What follows belongs to an exercise in optimizing a design on an open flow for small area, a short achievable clock period and few clock cycles per item; a production flow would make more cautious choices.
Function was checked by simulation only, so behaviour that the tests miss may differ from the original.

// data_feeder_top
module data_feeder_top #(
    parameter feeder_pkg::bus_addr_t BUS_BASE = 32'hC400_0000
) (
    input  logic                  clk_i,
    input  logic                  rst_i,
    input  logic                  host_strobe_i,
    input  logic                  host_rw_i,
    input  feeder_pkg::bus_addr_t host_addr_i,
    input  feeder_pkg::bus_data_t host_wdata_i,
    output logic                  host_ready_o,
    output feeder_pkg::bus_data_t host_rdata_o,
    input  logic                  fifo_addr_full_i,
    input  logic                  fifo_rw_full_i,
    input  logic                  fifo_data_empty_i,
    input  feeder_pkg::line_t     dram_line_i,
    output logic                  dram_addr_valid_o,
    output feeder_pkg::bus_addr_t dram_addr_o,
    output logic                  fifo_data_rd_en_o,
    output feeder_pkg::load_cmd_t load_cmd_o
);
Size in the first run: about 1300 cells after synthesis, ~160 flip-flops, ~11000 µm² of cells after synthesis.
export LEC_CHECK = 0
export CAP_MARGIN = 20
export CORE_AREA = 5 5 275 275
export DIE_AREA = 0 0 280 280
export SLEW_MARGIN = 20
create_clock -name core_clock -period 5.0 [get_ports {clk_i}]
run.sh (not shown) runs the stock make flow with config.mk's settings and CLKGATE_MAP_FILE= SYNTH_SCRIPT=/design/flow/synth_recipe.tcl, a recipe that flattens the netlist after the stock synthesis.
Testbench counts at the start, summed over its fixed seeds: cycles 184,696, words 174,743.
==> next run, changes <==
==> flow/flow/run.sh (new file) <==
#!/bin/bash
# Standard ORFS layout, with the port buffers made of the smallest buffer cell.
set -euo pipefail
export BUFFER_PORTS_ARGS="-buffer_cell sky130_fd_sc_hd__buf_1"
bash standard.sh finish > standard.log 2>&1
==> flow/standard.sh (new file) <==
#!/bin/bash
# synth_recipe.tcl (not shown) runs the flow's synth.tcl, then flattens the netlist and writes it again
# the make line also repeats each setting of config.mk as NAME=value (left out here)
make -C /OpenROAD-flow-scripts/flow DESIGN_CONFIG=/design/flow/config.mk WORK_HOME=/design/flow/orfs CLKGATE_MAP_FILE= SYNTH_SCRIPT=/design/flow/synth_recipe.tcl "${@:-finish}"
removed: flow/run.sh
Area after synthesis stays the same.
Wire length fell by about 1.5%.
Count of clock-buffer cells in the layout rose by 1.

* * *

data_feeder_top, a different RTL version from the one above (not shown whole).
Size in the first run: roughly 150 flip-flops, roughly 690 I/O pins, about 0.011 mm^2 of cells after synthesis.
## data_feeder_top
module data_feeder_top #(
    parameter feeder_pkg::bus_addr_t BUS_BASE = 32'hC400_0000
) (
    input  logic                  clk_i,
    input  logic                  rst_i,
    input  logic                  host_strobe_i,
    input  logic                  host_rw_i,
    input  feeder_pkg::bus_addr_t host_addr_i,
    input  feeder_pkg::bus_data_t host_wdata_i,
    output logic                  host_ready_o,
    output feeder_pkg::bus_data_t host_rdata_o,
    input  logic                  fifo_addr_full_i,
    input  logic                  fifo_rw_full_i,
    input  logic                  fifo_data_empty_i,
    input  feeder_pkg::line_t     dram_line_i,
    output logic                  dram_addr_valid_o,
    output feeder_pkg::bus_addr_t dram_addr_o,
    output logic                  fifo_data_rd_en_o,
    output feeder_pkg::load_cmd_t load_cmd_o
);
    feeder_pkg::xfer_cfg_t xfer_cfg;
    logic                  xfer_start;
    logic                  addr_we;
  ...
==> flow/config.mk <==
export PLATFORM = sky130hd
export DESIGN_NAME = data_feeder_top
export DESIGN_NICKNAME = data_feeder_top
export VERILOG_FILES = /design/flow/design.v
export SDC_FILE = /design/flow/constraint.sdc
export NUM_CORES = 4
export LEC_CHECK = 0
export ABC_CLOCK_PERIOD_IN_PS = 2500
export CAP_MARGIN = 20
export CORE_AREA = 5 5 235 235
export DIE_AREA = 0 0 240 240
export PLACE_DENSITY = 0.85
export SETUP_SLACK_MARGIN = 2.5
export SLEW_MARGIN = 20
==> flow/constraint.sdc <==
create_clock -name core_clock -period 5.0 [get_ports {clk_i}]
set_input_delay 1.0000 -clock core_clock [delete_from_list [all_inputs] [get_ports {clk_i}]]
set_output_delay 1.0000 -clock core_clock [all_outputs]
set_load 0.01 [all_outputs]
standard.sh (not shown) runs the stock make flow with config.mk's settings and CLKGATE_MAP_FILE= SYNTH_SCRIPT=/design/flow/synth_recipe.tcl, a recipe that flattens the netlist after the stock synthesis.
==> flow/flow/run.sh <==
#!/bin/bash
# Standard ORFS layout, with the port buffers made of the smallest buffer cell.
set -euo pipefail
export BUFFER_PORTS_ARGS="-buffer_cell sky130_fd_sc_hd__buf_1"
bash standard.sh finish > standard.log 2>&1
The first run finished clean.
Testbench counts at the start, summed over its fixed seeds: cycles 185,016, words 174,743.
Next try:
==> flow/flow/run.sh (replaced) <==
#!/bin/bash
# Standard ORFS layout, with the port buffers made of the smallest buffer
# cell and the pins allowed on every routing track, for a smaller die.
set -euo pipefail
export BUFFER_PORTS_ARGS="-buffer_cell sky130_fd_sc_hd__buf_1"
export PLACE_PINS_ARGS="-min_distance 1 -min_distance_in_tracks"
bash standard.sh finish > standard.log 2>&1
- CORE_AREA: 5 5 235 235 -> 5 5 200 200
- DIE_AREA: 0 0 240 240 -> 0 0 205 205
- PLACE_DENSITY: 0.85 -> default
Outcome:
- This time the run died in 5_1_grt on GRT-0116
- synthesized area stays the same
- synthesized cell count does not change

what the ideal ports hide:
Ports are ideal in the flow. The routed layouts listed here were re-timed in OpenROAD. Step 1 sets driving cells, clkbuf_16 on the clock port and buf_2 on the other inputs (assumed; they add their load-dependent delay and slew). Step 2 adds t to the input delays and takes it off the output delays; t is the mean of the earliest and latest rising clock arrival at the registers after step 1. Input paths then give back, and output paths get back, about the clock's delay inside the block. Three values: ideal ports, drivers, drivers and shift; two values: the first two.
run	shift t [ns]	setup slack, ns	hold WS [ns]	worst slew at a driven data input, ns	cell pins on the clock port's net
the first run of note 1	0.520	0.702 / 0.702 / 0.702	0.453 / 0.453 / 0.453	0.26	1
the second run of note 1	0.518	0.505 / 0.505 / 0.505	0.453 / 0.453 / 0.453	0.24	1
the first run of note 2	0.495	2.486 / 2.486 / 1.998	0.472 / 0.472 / 0.472	0.25	1
After both steps every run listed still meets setup and hold. The setup slack of the first run of note 2, which loses most, moves by 0.000 ns with the drivers and by -0.488 ns with both steps.
